Context: an optimization exercise on an open-source flow, tuned for a short achievable clock period and few clock cycles per item. The choices shown serve that exercise and are no tape-out recipe.
Function was checked by simulation only, so behaviour that the tests miss may differ from the original.
Power and IR drop assume default switching activity.

<file path="flow/design.v">
`timescale 1ns/1ps
package host_if_pkg;
  typedef enum logic [1:0] {
    TGT_NONE = 2'd0,
    TGT_MEM  = 2'd1,
    TGT_DMA  = 2'd2
  } target_e;
  typedef struct packed {
    target_e                  target;
    logic                     wr;
    logic                     rd;
    logic [32-1:0]  addr;    
    logic [32-1:0]  count;   
  } xfer_req_t;
  typedef struct packed {
    logic                         rdy;
    logic [24-1:0] size;
    logic [32-1:0]      data;
  } ing_src_t;
  typedef struct packed {
    logic act;
    logic stb;
  } ing_ctl_t;
  typedef struct packed {
    logic [2-1:0]      rdy;
    logic [24-1:0] size;
  } egr_sink_t;
  typedef struct packed {
    logic [2-1:0] act;
    logic                    stb;
    logic [32-1:0] data;
  } egr_src_t;
endpackage
`timescale 1ns/1ps
module host_target_router (
  input  host_if_pkg::xfer_req_t i_req,
  input  host_if_pkg::ing_src_t  i_host_ing,
  output host_if_pkg::ing_ctl_t  o_host_ing,
  input  host_if_pkg::egr_sink_t i_host_egr,
  output host_if_pkg::egr_src_t  o_host_egr,
  output host_if_pkg::ing_src_t  o_mem_ing,
  input  host_if_pkg::ing_ctl_t  i_mem_ing,
  output host_if_pkg::egr_sink_t o_mem_egr,
  input  host_if_pkg::egr_src_t  i_mem_egr,
  output host_if_pkg::ing_src_t  o_dma_ing,
  input  host_if_pkg::ing_ctl_t  i_dma_ing,
  output host_if_pkg::egr_sink_t o_dma_egr,
  input  host_if_pkg::egr_src_t  i_dma_egr,
  output logic                   o_mem_wr_en,
  output logic                   o_mem_rd_en,
  output logic                   o_dma_rd_en,
  input  logic                   i_mem_wr_fin,
  input  logic                   i_mem_rd_fin,
  input  logic                   i_dma_idle,
  input  logic                   i_dma_rd_fin,
  output logic                   o_write_fin,
  output logic                   o_read_fin
);
  logic mem_wr_sel;
  logic mem_rd_sel;
  logic dma_wr_sel;
  logic dma_rd_sel;
  assign mem_wr_sel = (i_req.target == host_if_pkg::TGT_MEM) && i_req.wr;
  assign mem_rd_sel = (i_req.target == host_if_pkg::TGT_MEM) && i_req.rd;
  assign dma_wr_sel = (i_req.target == host_if_pkg::TGT_DMA) && i_req.wr;
  assign dma_rd_sel = (i_req.target == host_if_pkg::TGT_DMA) && i_req.rd;
  assign o_mem_wr_en = mem_wr_sel;
  assign o_mem_rd_en = mem_rd_sel;
  assign o_dma_rd_en = dma_rd_sel;
  assign o_mem_ing = mem_wr_sel ? i_host_ing : '0;
  assign o_dma_ing = dma_wr_sel ? i_host_ing : '0;
  assign o_mem_egr = mem_rd_sel ? i_host_egr : '0;
  assign o_dma_egr = dma_rd_sel ? i_host_egr : '0;
  assign o_host_ing = mem_wr_sel ? i_mem_ing :
                      dma_wr_sel ? i_dma_ing : '0;
  assign o_host_egr = mem_rd_sel ? i_mem_egr :
                      dma_rd_sel ? i_dma_egr : '0;
  assign o_write_fin = mem_wr_sel ? i_mem_wr_fin :
                       dma_wr_sel ? i_dma_idle   : 1'b0;
  assign o_read_fin  = mem_rd_sel ? i_mem_rd_fin :
                       dma_rd_sel ? i_dma_rd_fin : 1'b0;
endmodule
`timescale 1ns/1ps
module ppfifo_mem_writer (
  input  logic                         clk,
  input  logic                         rst,
  input  logic                         i_en,
  input  logic [8-1:0]      i_base,
  input  logic [32-1:0]      i_count,
  input  host_if_pkg::ing_src_t        i_ing,
  output host_if_pkg::ing_ctl_t        o_ing,
  output logic                         o_wr_en,
  output logic [8-1:0]      o_wr_addr,
  output logic [32-1:0]      o_wr_data,
  output logic                         o_fin
);
  logic                         run;
  logic                         own;       
  logic                         tk;        
  logic                         more;      
  logic                         fin;
  logic [24-1:0] bcnt1;     
  logic [32-1:0]      total;     
  logic [32-1:0]      total1;    
  logic [8-1:0]      waddr;     
  logic                         take;
  logic                         pop;
  logic [24-1:0] bcnt1_eff;
  logic                         buf_last;
  logic                         xfer_last;
  assign run       = i_en && !rst;
  assign take      = run && tk && i_ing.rdy;
  assign pop       = (run && own) || take;
  assign bcnt1_eff = own ? bcnt1 : {{(24-1){1'b0}}, 1'b1};
  assign buf_last  = (bcnt1_eff == i_ing.size);
  assign xfer_last = (total1 == i_count);
  assign o_ing.act = pop;
  assign o_ing.stb = pop;
  assign o_fin     = fin;
  always_ff @(posedge clk) begin
    if (!run) begin
      own    <= 1'b0;
      tk     <= 1'b0;
      more   <= 1'b0;
      fin    <= 1'b0;
      bcnt1  <= '0;
      total  <= '0;
      total1 <= {{(32-1){1'b0}}, 1'b1};
    end else begin
      own   <= pop && !buf_last && !xfer_last;
      bcnt1 <= bcnt1_eff + 1'b1;
      if (pop) begin
        total  <= total1;
        total1 <= total1 + 1'b1;
        more   <= !xfer_last;
        fin    <= xfer_last;
        tk     <= (buf_last && !xfer_last);
      end else begin
        more   <= (total != i_count);
        fin    <= (total == i_count);
        tk     <= (total != i_count);
      end
    end
  end
  always_ff @(posedge clk) begin
    if (!more && !fin) waddr <= i_base;
    else if (pop)      waddr <= waddr + 1'b1;
  end
  assign o_wr_en   = pop;
  assign o_wr_addr = waddr;
  assign o_wr_data = i_ing.data;
endmodule
`timescale 1ns/1ps
module ppfifo_mem_reader (
  input  logic                         clk,
  input  logic                         rst,
  input  logic                         i_en,
  input  logic [8-1:0]      i_base,
  input  logic [32-1:0]      i_count,
  input  host_if_pkg::egr_sink_t       i_egr,
  output host_if_pkg::egr_src_t        o_egr,
  output logic                         o_rd_first,
  output logic                         o_rd_adv,
  input  logic [32-1:0]      i_rd_data,
  output logic                         o_fin
);
  localparam int QD = 4;
  logic                         run;
  logic                         issued_any;
  logic                         mem_vld;     
  logic [2:0]                   items;       
  logic                         issue;
  logic [32-1:0]      q_data [QD];   
  logic [QD-1:0]                q_wsel;
  logic [2:0]                   q_cnt;
  logic [2:0]                   q_cnt_nxt;
  logic                         q_ne_nxt;
  logic [2-1:0]      hold;        
  logic [2-1:0]      tk;          
  logic                         hq;          
  logic [2-1:0]      tq;          
  logic                         pref;        
  logic                         more;        
  logic                         fin;
  logic [24-1:0] bcnt1;       
  logic [32-1:0]      sent;
  logic [32-1:0]      sent1;
  logic [2-1:0]      take;
  logic [2-1:0]      own;         
  logic                         stb;
  logic [24-1:0] bcnt1_eff;
  logic                         buf_last;
  logic                         xfer_last;
  logic                         rel;
  logic                         more_nxt;
  logic [2-1:0]      hold_nxt;
  logic                         pref_nxt;
  logic [2-1:0]      tk_nxt;
  assign run = i_en && !rst;
  assign issue      = run && (items != QD);
  assign o_rd_first = !issued_any;
  assign o_rd_adv   = issue;
  assign q_cnt_nxt = q_cnt + mem_vld - stb;
  assign q_ne_nxt  = (q_cnt_nxt != '0);
  always_ff @(posedge clk) begin
    if (!run) begin
      issued_any <= 1'b0;
      mem_vld    <= 1'b0;
      items      <= '0;
      q_cnt      <= '0;
    end else begin
      issued_any <= issued_any || issue;
      mem_vld    <= issue;
      items      <= items + issue - stb;
      q_cnt      <= q_cnt_nxt;
    end
  end
  for (genvar i = 0; i < QD; i++) begin : g_q
    assign q_wsel[i] = mem_vld && (stb ? (q_cnt == i + 1) : (q_cnt == i));
    always_ff @(posedge clk) begin
      if (q_wsel[i]) begin
        q_data[i] <= i_rd_data;
      end else if (stb) begin
        q_data[i] <= (i + 1 < QD) ? q_data[(i + 1) % QD] : q_data[i];
      end
    end
  end
  assign take      = {run && tk[1] && i_egr.rdy[1], run && tk[0] && i_egr.rdy[0]};
  assign own       = (run ? hold : 2'b00) | take;
  assign stb       = run && (hq || (tq[0] && i_egr.rdy[0]) || (tq[1] && i_egr.rdy[1]));
  assign bcnt1_eff = (hold != '0) ? bcnt1 : {{(24-1){1'b0}}, 1'b1};
  assign buf_last  = (bcnt1_eff == i_egr.size);
  assign xfer_last = (sent1 == i_count);
  assign rel       = stb && (buf_last || xfer_last);
  assign more_nxt  = stb ? !xfer_last : (sent != i_count);
  assign hold_nxt  = rel ? 2'b00 : own;
  assign pref_nxt  = rel            ? !own[1] :
                     (own == 2'b00) ? !pref   : pref;
  assign tk_nxt    = ((hold_nxt == '0) && more_nxt) ? {pref_nxt, !pref_nxt} : 2'b00;
  assign o_egr.act  = own;
  assign o_egr.stb  = stb;
  assign o_egr.data = q_data[0];
  assign o_fin      = fin;
  always_ff @(posedge clk) begin
    if (!run) begin
      hold  <= '0;
      tk    <= '0;
      hq    <= 1'b0;
      tq    <= '0;
      pref  <= 1'b0;
      more  <= 1'b0;
      fin   <= 1'b0;
      bcnt1 <= '0;
      sent  <= '0;
      sent1 <= {{(32-1){1'b0}}, 1'b1};
    end else begin
      hold  <= hold_nxt;
      tk    <= tk_nxt;
      hq    <= (hold_nxt != '0) && q_ne_nxt;
      tq    <= q_ne_nxt ? tk_nxt : 2'b00;
      pref  <= pref_nxt;
      more  <= more_nxt;
      fin   <= stb ? xfer_last : (sent == i_count);
      bcnt1 <= stb ? bcnt1_eff + 1'b1 : bcnt1_eff;
      if (stb) begin
        sent  <= sent1;
        sent1 <= sent1 + 1'b1;
      end
    end
  end
endmodule
`timescale 1ns/1ps
module word_mem (
  input  logic                    clk,
  input  logic                    i_wr_en,
  input  logic [8-1:0] i_wr_addr,
  input  logic [32-1:0] i_wr_data,
  input  logic                    i_rd_first,
  input  logic                    i_rd_adv,
  input  logic [8-1:0] i_rd_base,
  output logic [32-1:0] o_rd_data
);
  localparam int DEPTH = 1 << 8;
  localparam int GRP   = 16;
  localparam int NGRP  = DEPTH / GRP;
  logic [NGRP-1:0][GRP-1:0][32-1:0] words;
  logic [NGRP-1:0][32-1:0]  cand;
  logic [8-5:0]            hi;
  localparam int WGRP  = 32;
  localparam int NWGRP = DEPTH / WGRP;
  logic [DEPTH-1:0]                    wr_line;
  logic [NWGRP-1:0][32-1:0]  wr_data;
  for (genvar i = 0; i < DEPTH; i++) begin : g_line
    always_ff @(posedge clk) begin
      wr_line[i] <= i_wr_en && (i_wr_addr == i);
    end
  end
  for (genvar w = 0; w < NWGRP; w++) begin : g_wdata
    always_ff @(posedge clk) begin
      if (i_wr_en && (i_wr_addr[8-1:5] == w)) begin
        wr_data[w] <= i_wr_data;
      end
    end
  end
  for (genvar i = 0; i < DEPTH; i++) begin : g_word
    always_ff @(posedge clk) begin
      if (wr_line[i]) begin
        words[i / GRP][i % GRP] <= wr_data[i / WGRP];
      end
    end
  end
  logic [8-1:0] rd_next;
  logic [8-1:0] rd_cur;
  logic [8-1:0] rd_inc;
  assign rd_cur = i_rd_first ? i_rd_base : rd_next;
  assign rd_inc = rd_cur + 1'b1;
  always_ff @(posedge clk) begin
    if (i_rd_adv) rd_next <= rd_inc;
  end
  for (genvar g = 0; g < NGRP; g++) begin : g_grp
    logic [3:0] lo_next;    
    logic [3:0] lo;
    always_ff @(posedge clk) begin
      if (i_rd_adv && (rd_inc[8-1:4] == g)) lo_next <= rd_inc[3:0];
    end
    assign lo = i_rd_first ? i_rd_base[3:0] : lo_next;
    always_ff @(posedge clk) begin
      cand[g] <= words[g][lo];
    end
  end
  always_ff @(posedge clk) begin
    hi <= rd_cur[8-1:4];
  end
  assign o_rd_data = cand[hi];
endmodule
`timescale 1ns/1ps
module dma_read_tracker (
  input  logic                    clk,
  input  logic                    rst,
  input  logic                    i_en,
  input  logic [32-1:0] i_count,
  input  logic                    i_stb,
  output logic                    o_fin
);
  logic [32-1:0] cnt;
  logic [32-1:0] cnt1;
  logic                    below;
  logic                    adv;
  assign below = (cnt < i_count);
  assign adv   = i_stb && below;
  always_ff @(posedge clk) begin
    if (rst || !i_en) begin
      cnt   <= '0;
      cnt1  <= {{(32-1){1'b0}}, 1'b1};
      o_fin <= 1'b0;
    end else begin
      if (adv) begin
        cnt  <= cnt1;
        cnt1 <= cnt1 + 1'b1;
      end
      o_fin <= adv ? (cnt1 == i_count) : !below;
    end
  end
endmodule
`timescale 1ns/1ps
module pcie_host_interface (
  input  logic                   clk,
  input  logic                   rst,
  input  host_if_pkg::xfer_req_t i_req,
  input  host_if_pkg::ing_src_t  i_host_ing,
  output host_if_pkg::ing_ctl_t  o_host_ing,
  input  host_if_pkg::egr_sink_t i_host_egr,
  output host_if_pkg::egr_src_t  o_host_egr,
  output host_if_pkg::ing_src_t  o_dma_ing,
  input  host_if_pkg::ing_ctl_t  i_dma_ing,
  output host_if_pkg::egr_sink_t o_dma_egr,
  input  host_if_pkg::egr_src_t  i_dma_egr,
  input  logic                   i_dma_idle,
  output logic                   o_write_fin,
  output logic                   o_read_fin
);
  host_if_pkg::ing_src_t   mem_ing_src;
  host_if_pkg::ing_ctl_t   mem_ing_ctl;
  host_if_pkg::egr_sink_t  mem_egr_sink;
  host_if_pkg::egr_src_t   mem_egr_src;
  logic                    mem_wr_en;
  logic                    mem_rd_en;
  logic                    dma_rd_en;
  logic                    mem_wr_fin;
  logic                    mem_rd_fin;
  logic                    dma_rd_fin;
  logic                    ram_wr_en;
  logic [8-1:0] ram_wr_addr;
  logic [32-1:0] ram_wr_data;
  logic                    ram_rd_first;
  logic                    ram_rd_adv;
  logic [32-1:0] ram_rd_data;
  host_target_router u_router (
    .i_req        (i_req),
    .i_host_ing   (i_host_ing),
    .o_host_ing   (o_host_ing),
    .i_host_egr   (i_host_egr),
    .o_host_egr   (o_host_egr),
    .o_mem_ing    (mem_ing_src),
    .i_mem_ing    (mem_ing_ctl),
    .o_mem_egr    (mem_egr_sink),
    .i_mem_egr    (mem_egr_src),
    .o_dma_ing    (o_dma_ing),
    .i_dma_ing    (i_dma_ing),
    .o_dma_egr    (o_dma_egr),
    .i_dma_egr    (i_dma_egr),
    .o_mem_wr_en  (mem_wr_en),
    .o_mem_rd_en  (mem_rd_en),
    .o_dma_rd_en  (dma_rd_en),
    .i_mem_wr_fin (mem_wr_fin),
    .i_mem_rd_fin (mem_rd_fin),
    .i_dma_idle   (i_dma_idle),
    .i_dma_rd_fin (dma_rd_fin),
    .o_write_fin  (o_write_fin),
    .o_read_fin   (o_read_fin)
  );
  ppfifo_mem_writer u_writer (
    .clk       (clk),
    .rst       (rst),
    .i_en      (mem_wr_en),
    .i_base    (i_req.addr[8-1:0]),
    .i_count   (i_req.count),
    .i_ing     (mem_ing_src),
    .o_ing     (mem_ing_ctl),
    .o_wr_en   (ram_wr_en),
    .o_wr_addr (ram_wr_addr),
    .o_wr_data (ram_wr_data),
    .o_fin     (mem_wr_fin)
  );
  ppfifo_mem_reader u_reader (
    .clk       (clk),
    .rst       (rst),
    .i_en      (mem_rd_en),
    .i_base    (i_req.addr[8-1:0]),
    .i_count   (i_req.count),
    .i_egr     (mem_egr_sink),
    .o_egr     (mem_egr_src),
    .o_rd_first(ram_rd_first),
    .o_rd_adv  (ram_rd_adv),
    .i_rd_data (ram_rd_data),
    .o_fin     (mem_rd_fin)
  );
  word_mem u_mem (
    .clk       (clk),
    .i_wr_en   (ram_wr_en),
    .i_wr_addr (ram_wr_addr),
    .i_wr_data (ram_wr_data),
    .i_rd_first(ram_rd_first),
    .i_rd_adv  (ram_rd_adv),
    .i_rd_base (i_req.addr[8-1:0]),
    .o_rd_data (ram_rd_data)
  );
  dma_read_tracker u_tracker (
    .clk     (clk),
    .rst     (rst),
    .i_en    (dma_rd_en),
    .i_count (i_req.count),
    .i_stb   (i_dma_egr.stb),
    .o_fin   (dma_rd_fin)
  );
endmodule
`timescale 1ns/1ps
module pcie_host_if_top (
  input  logic        clk,
  input  logic        rst,
  input  logic [1:0]  i_req_target,
  input  logic        i_req_wr,
  input  logic        i_req_rd,
  input  logic [31:0] i_req_addr,
  input  logic [31:0] i_req_count,
  input  logic        i_host_ing_rdy,
  input  logic [23:0] i_host_ing_size,
  input  logic [31:0] i_host_ing_data,
  output logic        o_host_ing_act,
  output logic        o_host_ing_stb,
  input  logic [1:0]  i_host_egr_rdy,
  input  logic [23:0] i_host_egr_size,
  output logic [1:0]  o_host_egr_act,
  output logic        o_host_egr_stb,
  output logic [31:0] o_host_egr_data,
  output logic        o_dma_ing_rdy,
  output logic [23:0] o_dma_ing_size,
  output logic [31:0] o_dma_ing_data,
  input  logic        i_dma_ing_act,
  input  logic        i_dma_ing_stb,
  output logic [1:0]  o_dma_egr_rdy,
  output logic [23:0] o_dma_egr_size,
  input  logic [1:0]  i_dma_egr_act,
  input  logic        i_dma_egr_stb,
  input  logic [31:0] i_dma_egr_data,
  input  logic        i_dma_idle,
  output logic        o_write_fin,
  output logic        o_read_fin
);
  host_if_pkg::xfer_req_t  req;
  host_if_pkg::ing_src_t   host_ing_src;
  host_if_pkg::ing_ctl_t   host_ing_ctl;
  host_if_pkg::egr_sink_t  host_egr_sink;
  host_if_pkg::egr_src_t   host_egr_src;
  host_if_pkg::ing_src_t   dma_ing_src;
  host_if_pkg::ing_ctl_t   dma_ing_ctl;
  host_if_pkg::egr_sink_t  dma_egr_sink;
  host_if_pkg::egr_src_t   dma_egr_src;
  assign req.target = host_if_pkg::target_e'(i_req_target);
  assign req.wr     = i_req_wr;
  assign req.rd     = i_req_rd;
  assign req.addr   = i_req_addr;
  assign req.count  = i_req_count;
  assign host_ing_src.rdy  = i_host_ing_rdy;
  assign host_ing_src.size = i_host_ing_size;
  assign host_ing_src.data = i_host_ing_data;
  assign o_host_ing_act    = host_ing_ctl.act;
  assign o_host_ing_stb    = host_ing_ctl.stb;
  assign host_egr_sink.rdy  = i_host_egr_rdy;
  assign host_egr_sink.size = i_host_egr_size;
  assign o_host_egr_act     = host_egr_src.act;
  assign o_host_egr_stb     = host_egr_src.stb;
  assign o_host_egr_data    = host_egr_src.data;
  assign o_dma_ing_rdy    = dma_ing_src.rdy;
  assign o_dma_ing_size   = dma_ing_src.size;
  assign o_dma_ing_data   = dma_ing_src.data;
  assign dma_ing_ctl.act  = i_dma_ing_act;
  assign dma_ing_ctl.stb  = i_dma_ing_stb;
  assign o_dma_egr_rdy    = dma_egr_sink.rdy;
  assign o_dma_egr_size   = dma_egr_sink.size;
  assign dma_egr_src.act  = i_dma_egr_act;
  assign dma_egr_src.stb  = i_dma_egr_stb;
  assign dma_egr_src.data = i_dma_egr_data;
  pcie_host_interface u_core (
    .clk         (clk),
    .rst         (rst),
    .i_req       (req),
    .i_host_ing  (host_ing_src),
    .o_host_ing  (host_ing_ctl),
    .i_host_egr  (host_egr_sink),
    .o_host_egr  (host_egr_src),
    .o_dma_ing   (dma_ing_src),
    .i_dma_ing   (dma_ing_ctl),
    .o_dma_egr   (dma_egr_sink),
    .i_dma_egr   (dma_egr_src),
    .i_dma_idle  (i_dma_idle),
    .o_write_fin (o_write_fin),
    .o_read_fin  (o_read_fin)
  );
endmodule
</file>
<file path="flow/flow/run.sh">
#!/bin/bash
# Standard layout, with three changes:
# - the ports are constrained to one span of the top edge before IO
#   placement (flow/pins.tcl);
# - the port buffers are buf_4 rather than the slow delay buffer
#   buffer_ports picks by default;
# - up to 10 rounds of antenna repair after detailed routing, not 5.
set -euo pipefail
W=$(pwd)
bash standard.sh PRE_IO_PLACEMENT_TCL="$W/flow/pins.tcl" \
  BUFFER_PORTS_ARGS="-buffer_cell sky130_fd_sc_hd__buf_4" \
  MAX_REPAIR_ANTENNAS_ITER_DRT=10 finish > "$W/orfs_make.log" 2>&1
</file>
<file path="flow/flow/pins.tcl">
# Place every signal port in one span in the middle of the top edge, so
# the short paths between ports (the DMA pass-through and the routed
# handshakes) stay short. The clock port goes in the middle of that span,
# nearer the middle of the die than a corner.
set block [ord::get_db_block]
set dbu [$block getDefUnits]
set die [$block getDieArea]
set w [expr {double([$die dx]) / $dbu}]
set span 320.0
set lo [expr {max(10.0, $w / 2.0 - $span / 2.0)}]
set hi [expr {min($w - 10.0, $w / 2.0 + $span / 2.0)}]
set names {}
foreach bt [$block getBTerms] {
  set n [$bt getName]
  if {$n ne "clk" && [$bt getSigType] ne "POWER" && [$bt getSigType] ne "GROUND"} {
    lappend names $n
  }
}
puts "pins.tcl: [llength $names] ports on top:[format %.1f $lo]-[format %.1f $hi]"
set_io_pin_constraint -pin_names $names -region top:[format %.1f $lo]-[format %.1f $hi]
set mid [expr {$w / 2.0}]
set_io_pin_constraint -pin_names {clk} -region top:[format %.1f [expr {$mid - 3.0}]]-[format %.1f [expr {$mid + 3.0}]]
</file>
<file path="flow/standard.sh">
#!/bin/bash
# synth_recipe.tcl (not shown) runs the flow's synth.tcl, then flattens the netlist and writes it again
# the make line also repeats each setting of config.mk as NAME=value (left out here)
make -C /OpenROAD-flow-scripts/flow DESIGN_CONFIG=/design/flow/config.mk WORK_HOME=/design/flow/orfs CLKGATE_MAP_FILE= SYNTH_SCRIPT=/design/flow/synth_recipe.tcl "${@:-finish}"
</file>
<file path="flow/config.mk">
export PLATFORM = sky130hd
export DESIGN_NAME = pcie_host_if_top
export DESIGN_NICKNAME = pcie_host_if_top
export VERILOG_FILES = /design/flow/design.v
export SDC_FILE = /design/flow/constraint.sdc
export NUM_CORES = 4
export LEC_CHECK = 0
export CAP_MARGIN = 20
export CORE_MARGIN = 2
export CORE_UTILIZATION = 40
export GPL_ROUTABILITY_DRIVEN = 1
export PLACE_DENSITY = 0.5
export SETUP_SLACK_MARGIN = 3.0
export SLEW_MARGIN = 20
export SYNTH_MEMORY_MAX_BITS = 16384
</file>
<file path="flow/constraint.sdc">
create_clock -name core_clock -period 6.5 [get_ports {clk}]
set_input_delay 1.3000 -clock core_clock [delete_from_list [all_inputs] [get_ports {clk}]]
set_output_delay 1.3000 -clock core_clock [all_outputs]
set_load 0.01 [all_outputs]
</file>
==> metrics.md <==
| Metric | Value |
|---|---|
| Post-DR vias/cell | `5.74` |
| Max Slew Vio Count | `0` |
| Final hold viol count | `0` |
| Final Skew | `50.2 ps` |
| XOR/XNOR Fraction of Synth Area | `0.00719` |
| Worst path max stage delay | `450 ps` |
| Critical Path End Type | `primary output` |
| Crit path DAT | `2480 ps` |
| Clk buf depth | `5` |
| Starting density of the core | `0.401` |
| Detail Route Antenna Nets | `0` |
| Post-synthesis instance total | `17,600` |
| CP Cell Sequence | `buf_12 -> and3b_4 -> buf_6 -> buf_16 -> and2_4 -> buf_6` |
| Num ports | `313` |
| RR Startpoint | `u_core.u_reader.issued_any$_SDFF_PP0_` |
| Initial antenna violation count | `144` |
| Mean post-synth cell area | `20.6 um^2` |
| Fin Setup TNS | `0 ps` |
| Crit path capture | `o_dma_ing_data[22]` |
| R2r endpoint | `u_core.u_mem.cand[136]$_DFF_P_` |
| VDD IR max | `0.000296 V` |
| Crit path max-delay family | `simple AND/OR/NAND/NOR gates` |
| Number of vias in the routed layout | `183,000` |
| Yosys reg bits | `9,690` |
| Clock sink count | `9,690` |
| Reg2reg path depth | `9` |
| Vias in the first global route | `180,000` |
| Reg clk slew, reported paths | `50 ps` |
| Outcome | `timing/DRC/antenna clean` |
| WS Path Type | `in2out` |
| Largest net degree at the start of global routing | `97` |
| Peak Freq | `265 MHz` |
| Power Density | `316 nW/um^2` |
| TritonCTS Buffers | `1,096` |
| RePlAce Congestion | `0.877` |
| EDFF count, synth | `8,656` |
| Bufs and invs on worst path | `4` |
| Drc violations | `0` |
| DIE AREA | `912,000 um^2` |
| Crit. path cell count | `6` |
| Die W | `955 um` |
| Total power | `0.133 W` |
| Layout area overhead | `16.5%` |
| Crit. Startpoint | `i_req_target[0]` |
| Yosys Warn Count | `5` |
| Hold_buf cts | `0` |
| Drt pass-1 iters | `6` |
| Max FO, Critical Path | `8` |
| Unique masters post-synth | `75` |
| Share of post-route cells with drive strength above 1 | `0.279` |
| Final nets | `19,100` |
| Most common cell on crit path | `buf_6` |
| Syn Nets | `17,800` |
| Async SR Flop Fraction | `0` |
| Lkg Pwr | `120 nW` |
| Synth top area share | `0.719` |
| Starting DRT DRC Count | `21,100` |
| Area leader, netlist | `edfxtp_1` |
| First-pass GRT wire length | `1,500,000 um` |
| Main combinational cell family by area after synthesis | `multiplexers` |
| Die Y | `955 um` |
| Most frequent cells in the layout | `edfxtp_1, mux4_2, nand2_1` |
| Fraction of the cycle the final worst path needs | `0.581` |
| Syn Std Cell Area | `362,000 um^2` |
| Worst slew pin tran | `1200 ps` |
| TritonCTS clock tree | `built` |
| Critical path launch point type | `input port` |
| Total GRT Usage | `0.238` |
| Drt wl/cell | `34.8 um` |
| Worst reg-to-reg setup slack | `2930 ps` |
| CP max stage cell | `and3b_4` |
| Number of max-cap violations | `0` |
| Post-Synth Adder-Cell Area | `0.00167` |
| Port Buffers | `288` |
| Critical Path RT | `5200 ps` |
| DPL Wire Length | `627,000 um` |
| Worst skew pair latency | `1230 ps` |
| Primary FF master, synth | `edfxtp_1` |
| Mux share of post-synthesis cell area | `0.142` |
| Total core area | `902,000 um^2` |
| Slew headroom | `0.197` |
| H-tree depth | `7` |
| Synth top area cells | `edfxtp_1, mux4_2, dfxtp_1` |
| Compound-gate portion of the synthesized area | `0.0267` |
| Final wirelength | `1,110,000 um` |
| Area share of and/or/nand/nor cells after synthesis | `0.0353` |
| Tmin final | `3780 ps` |
| RSZ-0062 raised after global routing | `yes` |
| Sequential fraction of the synthesis area | `0.776` |
| Finish-stage setup viols | `0` |
| Hold/Removal Path Class | `reg2reg` |
| Root buf cell | `clkbuf_16` |
| Grt ovf | `0` |
| Commonest non-fill, non-tap cell in the layout | `edfxtp_1` |
| Rows | `349` |
==> flip-flops by register name, summed over array words and instances (netlist names), 3 cells and up <==
register	count
u_core.u_reader.sent	32
u_core.u_mem.wr_data	256
u_core.u_mem.words	8192
u_core.u_writer.waddr	8
u_core.u_mem.rd_next	8
u_core.u_tracker.cnt	32
u_core.u_tracker.cnt1	32
u_core.u_writer.total	32
u_core.u_mem.wr_line	256
u_core.u_reader.sent1	32
u_core.u_writer.total1	32
u_core.u_reader.bcnt1	24
u_core.u_reader.items	3
u_core.u_mem.g_grp.lo_next	64
u_core.u_reader.q_cnt	3
u_core.u_mem.hi	4
u_core.u_mem.cand	512
u_core.u_writer.bcnt1	24
u_core.u_reader.q_data	128
==> power breakdown <==
group	leakage [nW]	switching (W)	total (W)	internal (W)
sequential	73.5	0.000777	0.0680	0.0672
clock	16.4	0.0242	0.0587	0.0346
combinational	30.4	0.00387	0.00642	0.00255
==> kinds of logic (layout without fill, tap and decap cells) <==
group                    after synthesis  after routing
flip-flops                          9690           9690
AND/OR/NAND/NOR                     2706           2710
multiplexers                        2345           2345
AO/OA/AOI/OAI                       1437           1439
buffers and inverters               1047           3124
XOR/XNOR                             296            296
adder cells (fa/ha/maj)               47             47
other                                  0            259
==> cell type report <==
class	instances	area, um^2
Antenna cell	259	648
Multi-Input combinational cell	6837	78700
Sequential cell	9690	281000
Clock buffer	1539	30800
Clock inverter	352	2780
Timing Repair Buffer	1165	12500
Fill cell	75400	481000
Tap cell	11900	14900
Inverter	68	264
==> metrics by stage <==
step	utilization	setup slack (ps)	std cells	cell area, um^2	hold slack [ps]
after floorplan	-	2800	17600	362000	444
after global placement	0.423	1640	29400	382000	428
after detailed placement	0.423	1590	29400	382000	430
after CTS	0.463	2760	31400	418000	367
after global routing	0.467	2760	31700	421000	421
final	0.467	2720	31800	422000	443
==> cell usage after synthesis, drive strengths merged, types with 7 or more instances <==
cell / count
a211oi: 517
a21o: 38
a21oi: 159
a22o: 61
a31oi: 537
and2: 640
and3: 23
and4: 13
buf: 427
clkbuf: 552
dfxtp: 1034
edfxtp: 8656
ha: 45
inv: 67
mux2: 100
mux2i: 37
mux4: 2208
nand2: 1239
nand2b: 7
nand3: 66
nand4: 71
nor2: 463
nor2b: 14
nor3: 37
nor4: 44
nor4bb: 18
o21ai: 62
o22ai: 12
o2bb2ai: 7
o31ai: 10
or3: 29
or4: 13
xnor2: 143
xor2: 153
==> what timing repair did <==
action	CTS	global route
gates cloned	25	8
pin swaps	56	51
setup endpoints to repair	862	257
buffers inserted	103	26
gates resized for setup	206	135
==> routing by layer <==
layer  global-route usage  wire [um]  vias up
li1                     -          -    74600
met1                0.337     471000    99900
met2                0.369     518000     6733
met3               0.0500      83500     1624
met4               0.0787      35500       34
met5              0.00435        382        -
==> worst min-delay path by stage <==
stage                                                start                                      to  slack [ps]  depth (start not counted)
detailed placement       u_core.u_mem.wr_line[152]$_DFF_P_      u_core.u_mem.words[4886]$_DFFE_PP_         430                          0
finish                   u_core.u_mem.wr_line[152]$_DFF_P_      u_core.u_mem.words[4886]$_DFFE_PP_         440                          0
global route                                 i_req_addr[4]              u_core.u_mem.hi[0]$_DFF_P_         420                          2
floorplan           u_core.u_writer.total[31]$_SDFFE_PN0P_  u_core.u_writer.total[31]$_SDFFE_PN0P_         440                          2
CTS                                          i_req_addr[4]              u_core.u_mem.hi[0]$_DFF_P_         370                          2
global placement         u_core.u_mem.wr_line[198]$_DFF_P_      u_core.u_mem.words[6354]$_DFFE_PP_         430                          0
==> worst reg2reg max path: stages (launching register included) <==
cell	delay, ps
dfxtp_4	530
buf_4	270
nor2b_4	50
buf_4	340
a21oi_4	600
buf_12	460
mux4_2	530
and2_1	170
a211oi_1	400
a31oi_1	80
Testbench counts, summed over its fixed seeds: cycles 18,247, words 17,350.

## re-timing with driven ports
In the flow no input, the clock included, has a driving cell. The finished layout below was timed again as built, in two steps.
Step 1 assumes that a clkbuf_16 drives the clock port and a buf_2 every other input.
Step 2 adds t to the input delays and takes it off the output delays; t is the mean of the earliest and latest rising clock arrival at the registers after step 1. Input paths then give back, and output paths get back, about the clock's delay inside the block.
Three values: no drivers, after step 1, after step 2; two values: the first two.
t (ns): 1.290
setup WS [ns]: 2.723 / 2.631 / 1.852
hold slack, ns: 0.443 / 0.443 / 0.443
worst slew at a driven data input, ns: 0.30
After both steps setup and hold are still met in this run. The setup slack of this run moves by -0.092 ns with the drivers and by -0.871 ns with both steps.
